Background: an optimization exercise with open tools, aiming at small area and a short achievable clock period. Do not read the settings as production practice.
Function was checked by simulation only, so behaviour that the tests miss may differ from the original.
Power and IR drop assume default switching activity.

`design/flow/design.v`:
```
module ms_oai22 #(parameter int W = 1) (
  input  logic [W-1:0] a1, a2, b1, b2,
  output logic [W-1:0] y
);
  assign y = ~((a1 | a2) & (b1 | b2));
endmodule
module ms_aoi22 #(parameter int W = 1) (
  input  logic [W-1:0] a1, a2, b1, b2,
  output logic [W-1:0] y
);
  assign y = ~((a1 & a2) | (b1 & b2));
endmodule
module ms_rd_join (
  input  logic [10:0] p,
  input  logic [5:0]  n,
  output logic        t0, t1
);
  logic [5:0] q;
  logic [2:0] m;
  logic [1:0] r;
  for (genvar i = 0; i < 5; i++) begin : g_q
    ms_nor2 u_q (.a(p[2*i]), .b(p[2*i+1]), .y(q[i]));
  end
  ms_nor2 u_q5 (.a(p[10]), .b(1'b0), .y(q[5]));
  for (genvar i = 0; i < 3; i++) begin : g_m
    ms_nand2 u_m (.a(n[2*i]), .b(n[2*i+1]), .y(m[i]));
  end
  ms_nand3 u_r0 (.a(q[0]), .b(q[1]), .c(q[2]), .y(r[0]));
  ms_nand3 u_r1 (.a(q[3]), .b(q[4]), .c(q[5]), .y(r[1]));
  ms_nor3  u_t0 (.a(r[0]), .b(r[1]), .c(m[0]), .y(t0));
  ms_nor2  u_t1 (.a(m[1]), .b(m[2]), .y(t1));
endmodule
module ms_nand2 (
  input  logic a, b,
  output logic y
);
  assign y = ~(a & b);
endmodule
module ms_nand3 (
  input  logic a, b, c,
  output logic y
);
  assign y = ~(a & b & c);
endmodule
module ms_nor3 (
  input  logic a, b, c,
  output logic y
);
  assign y = ~(a | b | c);
endmodule
module ms_or2 (
  input  logic a, b,
  output logic y
);
  assign y = a | b;
endmodule
module ms_nor2 (
  input  logic a, b,
  output logic y
);
  assign y = ~(a | b);
endmodule
module mem_slave #(
  parameter int unsigned WIDTH       = 16,
  parameter int unsigned DEPTH       = 64,
  parameter int unsigned ADDR_WIDTH  = $clog2(DEPTH),
  parameter int unsigned WAIT_CYCLES = 2
) (
  input  logic                  clk,
  input  logic                  res,
  input  logic                  bus_wr_rd,
  input  logic [ADDR_WIDTH-1:0] bus_addr,
  input  logic [WIDTH-1:0]      bus_wdata,
  input  logic                  bus_valid,
  output logic                  bus_ready,
  output logic [WIDTH-1:0]      bus_rdata,
  output logic                  bus_rdata_vld
);
  localparam int N6 = 10;   
  logic             ready_q, w1_q, w2_q, rq1_q, rq2_q, pend_q;
  logic             rdt_q, rdb_q;
  logic [5:0]       ph6_q;       
  logic [3:0]       ph4_q;
  logic             we_q;
  logic [N6:0]      rsel_q;      
  logic [5:0]       p6_q;        
  logic [3:0]       p4_q;        
  logic [3:0]       tsel_q;      
  logic [1:0]       smatch_q;    
  logic [WIDTH-1:0] wdata_q;
  logic [WIDTH-1:0] rdbuf_q;
  logic [WIDTH-1:0] rdata_q;
  logic             rdata_vld_q;
  logic [WIDTH-1:0] m6_q [N6][6];
  logic [WIDTH-1:0] m4_q [4];
  logic             accept;
  logic [2:0]       h, l;
  logic             is4_d;
  logic [N6:0]      rdec;
  logic [5:0]       oh6;
  logic [3:0]       oh4;
  logic [5:0]       p6_d;
  logic [3:0]       p4_d;
  logic [WIDTH-1:0] rd_word;
  logic [WIDTH-1:0] rt0, rt1;
  logic             pos_odd;
  assign accept = ready_q && bus_valid;
  logic [WIDTH-1:0] wdata_n;
  assign wdata_n = ~wdata_q;
  assign h     = bus_addr[5:3];
  assign l     = bus_addr[2:0];
  assign is4_d = l[2] && l[1] && h[2] && h[1];
  always_comb begin
    for (int r = 0; r < 8; r++) rdec[r] = (h == 3'(r)) && !(l[2] && l[1]);
    rdec[8]  = l[2] && l[1] && !l[0] && !(h[2] && h[1]);
    rdec[9]  = l[2] && l[1] &&  l[0] && !(h[2] && h[1]);
    rdec[10] = is4_d;
  end
  always_comb begin
    for (int o = 0; o < 6; o++) oh6[o] = (l == 3'(o)) || (l[2] && l[1] && h == 3'(o));
    for (int o = 0; o < 4; o++) oh4[o] = is4_d && l[0] == o[1] && h[0] == o[0];
  end
  always_comb begin
    for (int k = 0; k < 6; k++) begin
      p6_d[k] = 1'b0;
      for (int o = 0; o < 6; o++) p6_d[k] = p6_d[k] | (oh6[o] && ph6_q[(k - o + 11) % 6]);
      if (!ready_q) p6_d[k] = p6_q[(k + 5) % 6];
    end
    for (int k = 0; k < 4; k++) begin
      p4_d[k] = 1'b0;
      for (int o = 0; o < 4; o++) p4_d[k] = p4_d[k] | (oh4[o] && ph4_q[(k - o + 7) % 4]);
      if (!ready_q) p4_d[k] = p4_q[(k + 3) % 4];
    end
  end
  assign pos_odd = p6_d[1] || p6_d[3] || p6_d[5] || p4_d[1] || p4_d[3];
  logic [N6:0]      s0, ns0;
  logic [N6-1:0]    s1, ns1, s2;
  logic             s3;
  always_comb begin
    for (int r = 0; r <= N6; r++) s0[r] = rsel_q[r] && tsel_q[0];
    for (int r = 0; r < N6; r++) begin
      s1[r] = rsel_q[r] && tsel_q[1];
      s2[r] = rsel_q[r] && tsel_q[2];
    end
    s3  = tsel_q[3];
    ns0 = ~s0;
    ns1 = ~s1;
  end
  logic [WIDTH-1:0] pp [11];
  logic [WIDTH-1:0] nn [6];
  for (genvar i = 0; i < 5; i++) begin : g_rd
    ms_oai22 #(.W(WIDTH)) u_g0 (
      .a1(m6_q[2*i][0]), .a2({WIDTH{ns0[2*i]}}),
      .b1(m6_q[2*i+1][0]), .b2({WIDTH{ns0[2*i+1]}}), .y(pp[i]));
    ms_oai22 #(.W(WIDTH)) u_g1 (
      .a1(m6_q[2*i][2]), .a2({WIDTH{ns1[2*i]}}),
      .b1(m6_q[2*i+1][2]), .b2({WIDTH{ns1[2*i+1]}}), .y(pp[5+i]));
    ms_aoi22 #(.W(WIDTH)) u_g2 (
      .a1(m6_q[2*i][4]), .a2({WIDTH{s2[2*i]}}),
      .b1(m6_q[2*i+1][4]), .b2({WIDTH{s2[2*i+1]}}), .y(nn[i]));
  end
  assign pp[10] = ~(m4_q[0] | {WIDTH{ns0[N6]}});
  assign nn[5]  = ~(m4_q[2] & {WIDTH{s3}});
  for (genvar b = 0; b < WIDTH; b++) begin : g_join
    logic [10:0] pb;
    logic [5:0]  nb;
    for (genvar i = 0; i < 11; i++) begin : g_p
      assign pb[i] = pp[i][b];
    end
    for (genvar i = 0; i < 6; i++) begin : g_n
      assign nb[i] = nn[i][b];
    end
    ms_rd_join u_join (.p(pb), .n(nb), .t0(rt0[b]), .t1(rt1[b]));
  end
  assign rd_word = ~(rt0 & rt1);
  always_ff @(posedge clk) begin
    if (res) begin
      ready_q     <= 1'b0;
      w1_q        <= 1'b0;
      w2_q        <= 1'b0;
      pend_q      <= 1'b0;
      rdt_q       <= 1'b0;
      rdb_q       <= 1'b0;
      ph6_q       <= 6'd1;
      ph4_q       <= 4'd1;
      rdata_q     <= '0;
      rdata_vld_q <= 1'b0;
    end else begin
      ready_q     <= !accept && !w1_q;
      w1_q        <= accept;
      w2_q        <= w1_q;
      pend_q      <= (accept && bus_wr_rd) || (we_q && (w1_q || w2_q));
      rdt_q       <= w1_q && !we_q && !pos_odd;
      rdb_q       <= w1_q && !we_q && pos_odd;
      ph6_q       <= {ph6_q[4:0], ph6_q[5]};
      ph4_q       <= {ph4_q[2:0], ph4_q[3]};
      rdata_vld_q <= w2_q && !we_q;
      if (rdt_q) rdata_q <= rd_word;
      else if (rdb_q) rdata_q <= rdbuf_q;
    end
    rq1_q <= res;
    rq2_q <= rq1_q;
  end
  always_ff @(posedge clk) begin
    if (ready_q) begin
      we_q    <= bus_wr_rd;
      rsel_q  <= rdec;
        wdata_q <= bus_wdata;
    end
    p6_q        <= p6_d;
    p4_q        <= p4_d;
    tsel_q      <= {p4_d[1] || p4_d[2], p6_d[3] || p6_d[4], p6_d[1] || p6_d[2],
                    p6_d[5] || p6_d[0] || p4_d[0] || p4_d[3]};
    smatch_q[0] <= p6_d[5] || p4_d[3];
    smatch_q[1] <= p6_d[2] || p4_d[1];
    rdbuf_q <= rd_word;
  end
  logic [N6:0] wr0, wr1, q0, q1, nwr0, nwr1, sel0, keep0, ws1, wk1;
  always_comb begin
    for (int r = 0; r <= N6; r++) begin
      wr0[r]  = pend_q && rsel_q[r] && smatch_q[0];
      wr1[r]  = pend_q && rsel_q[r] && smatch_q[1];
      q0[r]   = rq1_q || rq2_q || wr0[r];
      q1[r]   = rq1_q || rq2_q || wr1[r];
    end
    nwr0 = ~wr0;
    nwr1 = ~wr1;
  end
  for (genvar r = 0; r <= N6; r++) begin : g_ws
    ms_nor2 u_sel0  (.a(res), .b(nwr0[r]), .y(sel0[r]));
    ms_nor2 u_keep0 (.a(res), .b(q0[r]),   .y(keep0[r]));
    ms_or2  u_ws1   (.a(res), .b(q1[r]),   .y(ws1[r]));
    ms_or2  u_wk1   (.a(res), .b(nwr1[r]), .y(wk1[r]));
  end
  logic [WIDTH-1:0] d6s0 [N6];
  logic [WIDTH-1:0] d6s1 [N6];
  logic [WIDTH-1:0] d4s0, d4s1;
  for (genvar r = 0; r < N6; r++) begin : g_slot
    ms_aoi22 #(.W(WIDTH)) u_s0 (
      .a1(m6_q[r][5]), .a2({WIDTH{keep0[r]}}), .b1(wdata_q), .b2({WIDTH{sel0[r]}}), .y(d6s0[r]));
    ms_oai22 #(.W(WIDTH)) u_s1 (
      .a1(m6_q[r][2]), .a2({WIDTH{ws1[r]}}), .b1(wdata_n), .b2({WIDTH{wk1[r]}}), .y(d6s1[r]));
  end
  ms_aoi22 #(.W(WIDTH)) u_s40 (
    .a1(m4_q[3]), .a2({WIDTH{keep0[N6]}}), .b1(wdata_q), .b2({WIDTH{sel0[N6]}}), .y(d4s0));
  ms_oai22 #(.W(WIDTH)) u_s41 (
    .a1(m4_q[1]), .a2({WIDTH{ws1[N6]}}), .b1(wdata_n), .b2({WIDTH{wk1[N6]}}), .y(d4s1));
  always_ff @(posedge clk) begin
    for (int r = 0; r < N6; r++) begin
      m6_q[r][0] <= d6s0[r];
      m6_q[r][1] <= m6_q[r][0];
      m6_q[r][2] <= m6_q[r][1];
      m6_q[r][3] <= d6s1[r];
      m6_q[r][4] <= m6_q[r][3];
      m6_q[r][5] <= m6_q[r][4];
    end
    m4_q[0] <= d4s0;
    m4_q[1] <= m4_q[0];
    m4_q[2] <= d4s1;
    m4_q[3] <= m4_q[2];
  end
  assign bus_ready     = ready_q;
  assign bus_rdata     = rdata_q;
  assign bus_rdata_vld = rdata_vld_q;
endmodule
```
`design/flow/run.sh`:
```
#!/bin/bash
# synth_recipe.tcl (not shown) runs the flow's synth.tcl, then flattens the netlist and writes it again
# the make line also repeats each setting of config.mk as NAME=value (left out here)
make -C /OpenROAD-flow-scripts/flow DESIGN_CONFIG=/design/flow/config.mk WORK_HOME=/design/flow/orfs CLKGATE_MAP_FILE= SYNTH_SCRIPT=/design/flow/synth_recipe.tcl finish
```
`design/flow/config.mk`:
```
export PLATFORM = sky130hd
export DESIGN_NAME = mem_slave
export DESIGN_NICKNAME = mem_slave
export VERILOG_FILES = /design/flow/design.v
export SDC_FILE = /design/flow/constraint.sdc
export NUM_CORES = 4
export LEC_CHECK = 0
export ABC_CLOCK_PERIOD_IN_PS = 2000
export CAP_MARGIN = 20
export CORE_MARGIN = 2
export CORE_UTILIZATION = 40
export CTS_CLUSTER_DIAMETER = 80
export CTS_CLUSTER_SIZE = 25
export SETUP_SLACK_MARGIN = 2.8
export SLEW_MARGIN = 20
export SYNTH_HIERARCHICAL = 1
```
`design/flow/constraint.sdc`:
```
create_clock -name core_clock -period 5.0 [get_ports {clk}]
set_input_delay 1.0000 -clock core_clock [delete_from_list [all_inputs] [get_ports {clk}]]
set_output_delay 1.0000 -clock core_clock [all_outputs]
set_load 0.01 [all_outputs]
```
==> flow_summary.toml, run 1 <==
[run_status]
status = "finished clean"

[worst_setup_path]
critical_path_required_ps = 5460
r2r_slack_ps = 2810
r2r_worst_path_depth = 6
worst_r2r_startpoint = "rsel_q[0]$_DFFE_PP_"
setup.worst_path.end = "m6_q[21][4]$_DFF_P_"
worst-path-max-fanout = 41
critical_path.startpoint_type = "primary input"
critical_path_class = "primary input to flop"
worst_setup_path_startpoint = "res"
rr_endpoint = "rdata_q[6]$_SDFFE_PP0P_"
cp_data_arrival_time_ps = 2650
timing.critical_path.to_type = "flop"

[clock_tree]
ctsHtreeMaxLevel = 2
cts_tree = "done"
clkTransAtPathRegs_ps = 100
numCtsBuffers = 51
ctsRootBufferMaster = "sky130_fd_sc_hd__clkbuf_16"
cts_hold_buffers = 0
insertion_delay_ps = 660
maximum_clock_insertion_buffer_count = 3
cts_sinks = 1119

[detailed_routing]
routed_wl_um = 87600
met3_wirelength_um = 5840
route.met2.wl_um = 38700
highest-signal-layer = "met4"
drc_errors = 0
first_iter_violations = 1627
avgViaCountPerCell = 5.46
detailroute.via_count = 19100
detailed_router_iteration_count_before_antenna_repair = 8
drt-wirelength-per-cell_um = 25.1
wl_met1_um = 41100
drt.antenna.violating_nets = 0

[global_route]
via_count_of_the_first_global_routing_pass = 18800
grt_first_pass_wirelength_um = 127000
pin_count_of_the_biggest_net_entering_global_routing = 51
number_of_antenna_violations_at_the_first_check_in_global_routing = 0
grt_usage = 0.213
globalRouteOverflowTotal = 0

[placement]
port_buffers = 43
place_congestion = 0.853
detailed_place.area_mm2 = 0.0332
hpwl_after_detailed_placement_um = 60700

[yosys]
synth_seq_area_share = 0.728
ys_ff_latch = 1119
synthesis.instances = 2328
post_synthesis_mean_instance_area_um2 = 13.4
synth_top_flop_cell = "sky130_fd_sc_hd__dfxtp_1"
yosysWarningCount = 17
asyncSetResetFlopFracSynth = 0
ys_types = 49
synth-edff-count = 28
mappedNetlistArea_mm2 = 0.0312

[timing]
timing_max_transition_violations_final = 0
grt_setup_unrepaired = "yes"
worst_slew_margin_rel = 0.277
worst_pin_slew_ps = 1080
setup_violations = 0
timing_hold_violations_final = 0
worst_clk_skew_ps = 31.3
hold_slack_ps = 318
max_freq_mhz = 456
finalSetupTns_ps = 0
timing.final.crit_share = 0.438
tmin_final_ps = 2190

[finish]
layout-area-overhead-vs-synth_pct = 12.1
fin_nets = 2470
stdcell_area_mm2 = 0.0349
layout.cells.most_common = "sky130_fd_sc_hd__dfxtp_1"
count_of_antenna_diodes_in_the_layout = 0
proportion_of_layout_cells_with_a_drive_suffix_above_1 = 0.210
final_cell_mix = "1071 x sky130_fd_sc_hd__dfxtp_1, 338 x sky130_fd_sc_hd__o22ai_1, 259 x sky130_fd_sc_hd__a22oi_2, 145 x sky130_fd_sc_hd__nor2_1, 134 x sky130_fd_sc_hd__nand2_1"

[pwr]
power_density_mw_per_mm2 = 414
power_leakage_nw = 12.4
power.ir.vdd_worst_mv = 0.292

[hold_path]
hp-class = "flop to flop"

[floorplanning]
initial_utilization = 0.403
overall_die_height_um = 283
core_mm2 = 0.0773
placement_rows = 102
width_of_the_die_um = 283
die_outline_area_mm2 = 0.0801
io_pins = 44

[flow_run]
max_cap_viol_count = 0
## per-stage QoR
stage / utilization / power [mW] / setup slack, ps / cells
after floorplan: - / 9.66 / 2570 / 2328
after global routing: 0.452 / 14.9 / 2750 / 3495
after detailed placement: 0.429 / 10.0 / 1660 / 3423
after global placement: 0.429 / 10.0 / 1680 / 3423
final: 0.452 / 14.5 / 2810 / 3495
after CTS: 0.449 / 14.5 / 2760 / 3489
## layout make-up
cell class,count,area [µm²]
inverter,25,93.8
clock buffer,57,1300
tap,1040,1300
clock inverter,7,91.3
timing repair buffer,96,837
fill,6977,42400
sequential,1119,22700
multi-input combinational,1151,8570
## critical path: stages
cell	delay [ps]
sky130_fd_sc_hd__buf_4	430
sky130_fd_sc_hd__or2_1	910
sky130_fd_sc_hd__o22ai_1	260
## repair_timing
item | CTS | global route
buffers inserted | 2 | 6
gates cloned | 0 | 0
setup endpoints to repair | 276 | 156
gates resized for setup | 175 | 33
pin swaps | 0 | 2
## state kept, by name, indices dropped and copies added, names as in the netlist, 2 cells and up
register,cells
m4_q,64
m6_q,960
p4_q,4
p6_q,6
ph4_q,4
ph6_q,6
rdata_q,16
rdbuf_q,16
rsel_q,11
smatch_q,2
tsel_q,4
wdata_q,16
## routing by layer
| metal | vias to the layer above | track usage |
|---|---|---|
| met1 | 9597 | 0.308 |
| li1 | 8694 | - |
| met4 | 0 | 0.0541 |
| met3 | 149 | 0.0382 |
| met5 | - | 0 |
| met2 | 635 | 0.330 |
## how the worst min path moves through the flow
stage,startpoint,cells after the start,slack [ps],end
2_1_floorplan,m6_q[9][0]$_DFF_P_,0,310,m6_q[10][0]$_DFF_P_
3_3_place_gp,m6_q[1][1]$_DFF_P_,0,310,m6_q[2][1]$_DFF_P_
3_5_place_dp,m6_q[9][6]$_DFF_P_,0,310,m6_q[10][6]$_DFF_P_
4_1_cts,m6_q[57][15]$_DFF_P_,0,320,m6_q[58][15]$_DFF_P_
5_1_grt,m6_q[57][15]$_DFF_P_,0,330,m6_q[58][15]$_DFF_P_
6_report,m6_q[57][15]$_DFF_P_,0,320,m6_q[58][15]$_DFF_P_
## cells by family after synthesis
| logic type | after synthesis | synth area share |
|---|---|---|
| mux | 10 | 0.00353 |
| compound gates | 665 | 0.190 |
| buf+inv | 58 | 0.00847 |
| simple gates | 460 | 0.0678 |
| other cells | 16 | 0.00193 |
| flops | 1119 | 0.728 |
## modules after synthesis, one instance, submodules excluded, a selection
module | cells inside | area [µm²] | copies in the design
mem_slave | 1468 | 24600 | 1
ms_nand2 | 1 | 3.75 | 48
ms_nand3 | 1 | 5.00 | 32
ms_nor2 | 1 | 3.75 | 134
ms_nor3 | 1 | 10.0 | 16
ms_or2 | 1 | 6.26 | 22
ms_rd_join | 1 | 3.75 | 16
## power breakdown
| part | internal, mW | switching (mW) |
|---|---|---|
| registers | 9.04 | 0.0915 |
| logic | 0.179 | 0.554 |
| clock network | 1.88 | 2.72 |
| total | 11.1 | 3.37 |
## cell usage after synthesis (2+ instances only)
library cell	number	area share
sky130_fd_sc_hd__a211oi_1	18	0.0043
sky130_fd_sc_hd__a21boi_2	2	0.00072
sky130_fd_sc_hd__a21oi_1	3	0.00048
sky130_fd_sc_hd__a221oi_1	2	0.00056
sky130_fd_sc_hd__a22oi_1	9	0.0022
sky130_fd_sc_hd__a22oi_2	259	0.10
sky130_fd_sc_hd__a311oi_1	16	0.0045
sky130_fd_sc_hd__a41o_1	2	0.00064
sky130_fd_sc_hd__a41oi_1	2	0.00056
sky130_fd_sc_hd__and2_1	13	0.0026
sky130_fd_sc_hd__buf_4	2	0.00048
sky130_fd_sc_hd__buf_6	5	0.0018
sky130_fd_sc_hd__clkbuf_1	25	0.0030
sky130_fd_sc_hd__conb_1	16	0.0019
sky130_fd_sc_hd__dfxtp_1	1091	0.70
sky130_fd_sc_hd__edfxtp_1	28	0.027
sky130_fd_sc_hd__inv_1	24	0.0029
sky130_fd_sc_hd__mux2_4	2	0.00096
sky130_fd_sc_hd__mux2i_1	8	0.0026
sky130_fd_sc_hd__nand2_1	155	0.019
sky130_fd_sc_hd__nand2b_1	4	0.00080
sky130_fd_sc_hd__nand3_1	33	0.0053
sky130_fd_sc_hd__nand4b_1	2	0.00056
sky130_fd_sc_hd__nand4bb_1	2	0.00072
sky130_fd_sc_hd__nor2_1	169	0.020
sky130_fd_sc_hd__nor2b_1	28	0.0056
sky130_fd_sc_hd__nor3_1	3	0.00048
sky130_fd_sc_hd__nor3_2	16	0.0051
sky130_fd_sc_hd__nor3b_1	2	0.00048
sky130_fd_sc_hd__nor4bb_1	2	0.00064
sky130_fd_sc_hd__o21ai_0	2	0.00032
sky130_fd_sc_hd__o221ai_1	4	0.0011
sky130_fd_sc_hd__o22ai_1	338	0.068
sky130_fd_sc_hd__o2bb2ai_1	2	0.00056
sky130_fd_sc_hd__or2_1	24	0.0048
sky130_fd_sc_hd__or2_2	2	0.00040
==> inputs of run 2 (changes only) <==
--- a/design/flow/design.v
+++ b/design/flow/design.v
@@ -78,5 +78,5 @@
 );
   localparam int N6 = 10;   
-  logic             ready_q, w1_q, w2_q, rq1_q, rq2_q, pend_q;
+  logic             ready_q, w1_q, w2_q, rq1_q, rq2_q, rq3_q, pend_q;
   logic             rdt_q, rdb_q;
   logic [5:0]       ph6_q;       
@@ -201,4 +201,5 @@
     rq1_q <= res;
     rq2_q <= rq1_q;
+    rq3_q <= rq2_q;
   end
   always_ff @(posedge clk) begin
@@ -214,5 +215,5 @@
     smatch_q[0] <= p6_d[5] || p4_d[3];
     smatch_q[1] <= p6_d[2] || p4_d[1];
-    rdbuf_q <= rd_word;
+    rdbuf_q <= rq3_q ? '0 : rd_word;
   end
   logic [N6:0] wr0, wr1, q0, q1, nwr0, nwr1, sel0, keep0, ws1, wk1;
@@ -221,6 +222,6 @@
       wr0[r]  = pend_q && rsel_q[r] && smatch_q[0];
       wr1[r]  = pend_q && rsel_q[r] && smatch_q[1];
-      q0[r]   = rq1_q || rq2_q || wr0[r];
-      q1[r]   = rq1_q || rq2_q || wr1[r];
+      q0[r]   = rq1_q || rq2_q || rq3_q || wr0[r];
+      q1[r]   = rq1_q || rq2_q || rq3_q || wr1[r];
     end
     nwr0 = ~wr0;
@@ -228,8 +229,8 @@
   end
   for (genvar r = 0; r <= N6; r++) begin : g_ws
-    ms_nor2 u_sel0  (.a(res), .b(nwr0[r]), .y(sel0[r]));
-    ms_nor2 u_keep0 (.a(res), .b(q0[r]),   .y(keep0[r]));
-    ms_or2  u_ws1   (.a(res), .b(q1[r]),   .y(ws1[r]));
-    ms_or2  u_wk1   (.a(res), .b(nwr1[r]), .y(wk1[r]));
+    ms_nor2 u_sel0  (.a(1'b0), .b(nwr0[r]), .y(sel0[r]));
+    ms_nor2 u_keep0 (.a(1'b0), .b(q0[r]),   .y(keep0[r]));
+    ms_or2  u_ws1   (.a(1'b0), .b(q1[r]),   .y(ws1[r]));
+    ms_or2  u_wk1   (.a(1'b0), .b(nwr1[r]), .y(wk1[r]));
   end
   logic [WIDTH-1:0] d6s0 [N6];
==> flow_summary.toml, run 2 <==
[worst_setup_path]
critical_path_class = "flop to flop"
slowest_stage = "sky130_fd_sc_hd__dfxtp_4"
critical_path.startpoint_type = "flop"
critical_path.cell_chain = "nand2_4, buf_4, o22ai_1, nor2_1, nand3_1, nor3_2, a311oi_1"
slowest_delay_ps = 610
critical_path_required_ps = 5520
cp_data_arrival_time_ps = 2730
worst-path-max-fanout = 9
timing.critical_path.to_type = "flop"

[global_route]
grt_usage = 0.241
number_of_antenna_violations_at_the_first_check_in_global_routing = 0
grt_first_pass_wirelength_um = 140000
via_count_of_the_first_global_routing_pass = 19400
pin_count_of_the_biggest_net_entering_global_routing = 51
globalRouteOverflowTotal = 0

[timing]
setup_violations = 0
timing_hold_violations_final = 0
timing.final.crit_share = 0.441
tmin_final_ps = 2210
grt_setup_unrepaired = "yes"
worst_pin_slew_ps = 1070
finalSetupTns_ps = 0
worst_clk_skew_ps = 36.5
layout_setup_ws_ps = 2790
worst_slew_margin_rel = 0.283
max_freq_mhz = 453
hold_slack_ps = 308
timing_max_transition_violations_final = 0

[pwr]
power.ir.vdd_worst_mv = 0.244
power_leakage_nw = 12.6
total_power_mw = 14.5
power_density_mw_per_mm2 = 409

[floorplanning]
die_outline_area_mm2 = 0.0802
overall_die_height_um = 283
core_mm2 = 0.0773
io_pins = 44
width_of_the_die_um = 283
placement_rows = 102
initial_utilization = 0.403

[detailed_routing]
drt.antenna.violating_nets = 0
first_iter_violations = 1680
routed_wl_um = 100000
drc_errors = 0
detailroute.via_count = 19900
detailed_router_iteration_count_before_antenna_repair = 5
drt-wirelength-per-cell_um = 28.1
avgViaCountPerCell = 5.59

[yosys]
yosysWarningCount = 17
synth.top_cells.by_count = "1092 x sky130_fd_sc_hd__dfxtp_1, 338 x sky130_fd_sc_hd__o22ai_1, 258 x sky130_fd_sc_hd__a22oi_2"
synth-edff-count = 28
yosysMostFrequentCell = "sky130_fd_sc_hd__dfxtp_1"
synth_top_flop_cell = "sky130_fd_sc_hd__dfxtp_1"
mappedNetlistArea_mm2 = 0.0312
synth_largest_area_cell = "sky130_fd_sc_hd__dfxtp_1"
synth_top_cell_area_share = 0.701
synth_seq_area_share = 0.728
asyncSetResetFlopFracSynth = 0
synthTopCellsByArea = "sky130_fd_sc_hd__dfxtp_1 70%, sky130_fd_sc_hd__a22oi_2 10%, sky130_fd_sc_hd__o22ai_1 6.8%, sky130_fd_sc_hd__edfxtp_1 2.7%, sky130_fd_sc_hd__nor2_1 2.0%"
post_synthesis_mean_instance_area_um2 = 13.4
synthesis.instances = 2332
ys_types = 52
ys_ff_latch = 1120

[finish]
layout.cells.most_common = "sky130_fd_sc_hd__dfxtp_1"
sequential_cell_area_mm2 = 0.0227
fin_nets = 2538
final_cells = 3558
final_core_util = 0.457
reg.largest.list = "m6_q x960, m4_q x64"
proportion_of_layout_cells_with_a_drive_suffix_above_1 = 0.219
stdcell_area_mm2 = 0.0353
multi_input_comb_area_mm2 = 0.00886
largest_register = "m6_q"
largest_register_ff_count = 960
final_cell_mix = "1075 x sky130_fd_sc_hd__dfxtp_1, 321 x sky130_fd_sc_hd__o22ai_1, 258 x sky130_fd_sc_hd__a22oi_2, 136 x sky130_fd_sc_hd__nor2_1, 118 x sky130_fd_sc_hd__nand2_1"
layout-area-overhead-vs-synth_pct = 13.2
count_of_antenna_diodes_in_the_layout = 0
layout.filler_cells = 7026

[clock_tree]
ctsHtreeMaxLevel = 2
cts_sinks = 1120
cts_tree = "done"
insertion_delay_ps = 630
clkTransAtPathRegs_ps = 100
ctsRootBufferMaster = "sky130_fd_sc_hd__clkbuf_16"
maximum_clock_insertion_buffer_count = 3
numCtsBuffers = 51

[flow_run]
max_cap_viol_count = 0

[hold_path]
hp-class = "flop to flop"

[placement]
place_congestion = 0.907
dpl_worst_slack_ps = 1650
placed_cells_incl_taps = 3471
port_buffers = 43
hpwl_after_detailed_placement_um = 65200
detailed_place.area_mm2 = 0.0334

[run_status]
status = "finished clean"
[run 2: final cells by class]
class,count,share of cell area
clock buffer,56,0.0367
clock inverter,3,0.00135
inverter,25,0.00266
multi-input combinational,1195,0.251
sequential,1120,0.644
tap,1040,0.0368
timing repair buffer,119,0.0277
[run 2: power by group]
group	switching [mW]	internal [mW]
logic	0.588	0.206
clock network	2.67	1.86
registers	0.0949	9.04
[run 2: per-module statistics from Yosys (local to each module, per instance), a selection]
module	times used	cell area [µm²]
mem_slave	1	24700
ms_or2	22	6.26
ms_nand3	32	5.00
ms_nor2	134	3.75
ms_nand2	48	3.75
ms_rd_join	16	3.75
ms_nor3	16	10.0
[run 2: final timing paths]
| kind | start | endpoint | slack (ps) | cells past startpoint |
|---|---|---|---|---|
| max | tsel_q[1]$_DFF_P_ | rdata_q[10]$_SDFFE_PP0P_ | 2790 | 7 |
| min | m6_q[51][5]$_DFF_P_ | m6_q[52][5]$_DFF_P_ | 310 | 0 |
| max reg2reg | tsel_q[1]$_DFF_P_ | rdata_q[10]$_SDFFE_PP0P_ | 2790 | 7 |
| min reg2reg | m6_q[51][5]$_DFF_P_ | m6_q[52][5]$_DFF_P_ | 310 | 0 |
[run 2: routing by layer]
layer | track usage | vias up | wire length [µm]
li1 | - | 8776 | -
met1 | 0.338 | 10100 | 44100
met2 | 0.364 | 859 | 43800
met3 | 0.0450 | 161 | 7400
met4 | 0.103 | 0 | 4790
met5 | 0 | - | 0
[run 2: kinds of logic after synthesis]
family	after synthesis	share of synthesized area
mux	10	0.00353
buf+inv	60	0.00854
flops	1120	0.728
simple gates	444	0.0658
other cells	17	0.00205
compound gates	681	0.192
[run 2: what timing repair did]
action                     4_1_cts  5_1_grt
hold buffers                     0        0
buffers inserted                 8       20
setup endpoints to repair      323       94
pin swaps                        2        2
resized for setup              194       34
[run 2: worst max-delay path: cells and delay by family, from the launching register on]
family / cells / cell delay [ps]
flip-flops: 1 / 610
AND/OR/NAND/NOR: 4 / 570
buffers and inverters: 1 / 200
AO/OA/AOI/OAI: 2 / 710

## port drivers added, routing unchanged
No port has a modelled driver above. Below, the same layouts with a new extraction and two added sets of constraints. Step 1: set_driving_cell puts a clkbuf_16 on clk and a buf_2 on each other input, an assumption about the parent block. Step 2 moves the port delays by t, midway between the first and last clock arrival at a register: inputs arrive t later, outputs are due t later. That takes back most of the time a late clock gives input paths. Three values: ideal, step 1, step 2; two values: the first two.
| run | t, ns | setup WS [ns] | hold slack, ns | slew at the worst register clock pin (ns) | pins driven straight from the clock port |
|---|---|---|---|---|---|
| run 1 | 0.708 | 2.809 / 2.776 / 2.140 | 0.318 / 0.318 / 0.318 | 0.10 / 0.10 | 1 |
| run 2 | 0.679 | 2.793 / 2.772 / 2.218 | 0.308 / 0.308 / 0.308 | 0.10 / 0.10 | 1 |
After both steps setup and hold are still met in every run listed. The setup slack of run 1, which loses most, moves by -0.033 ns with the drivers and by -0.669 ns with both steps.
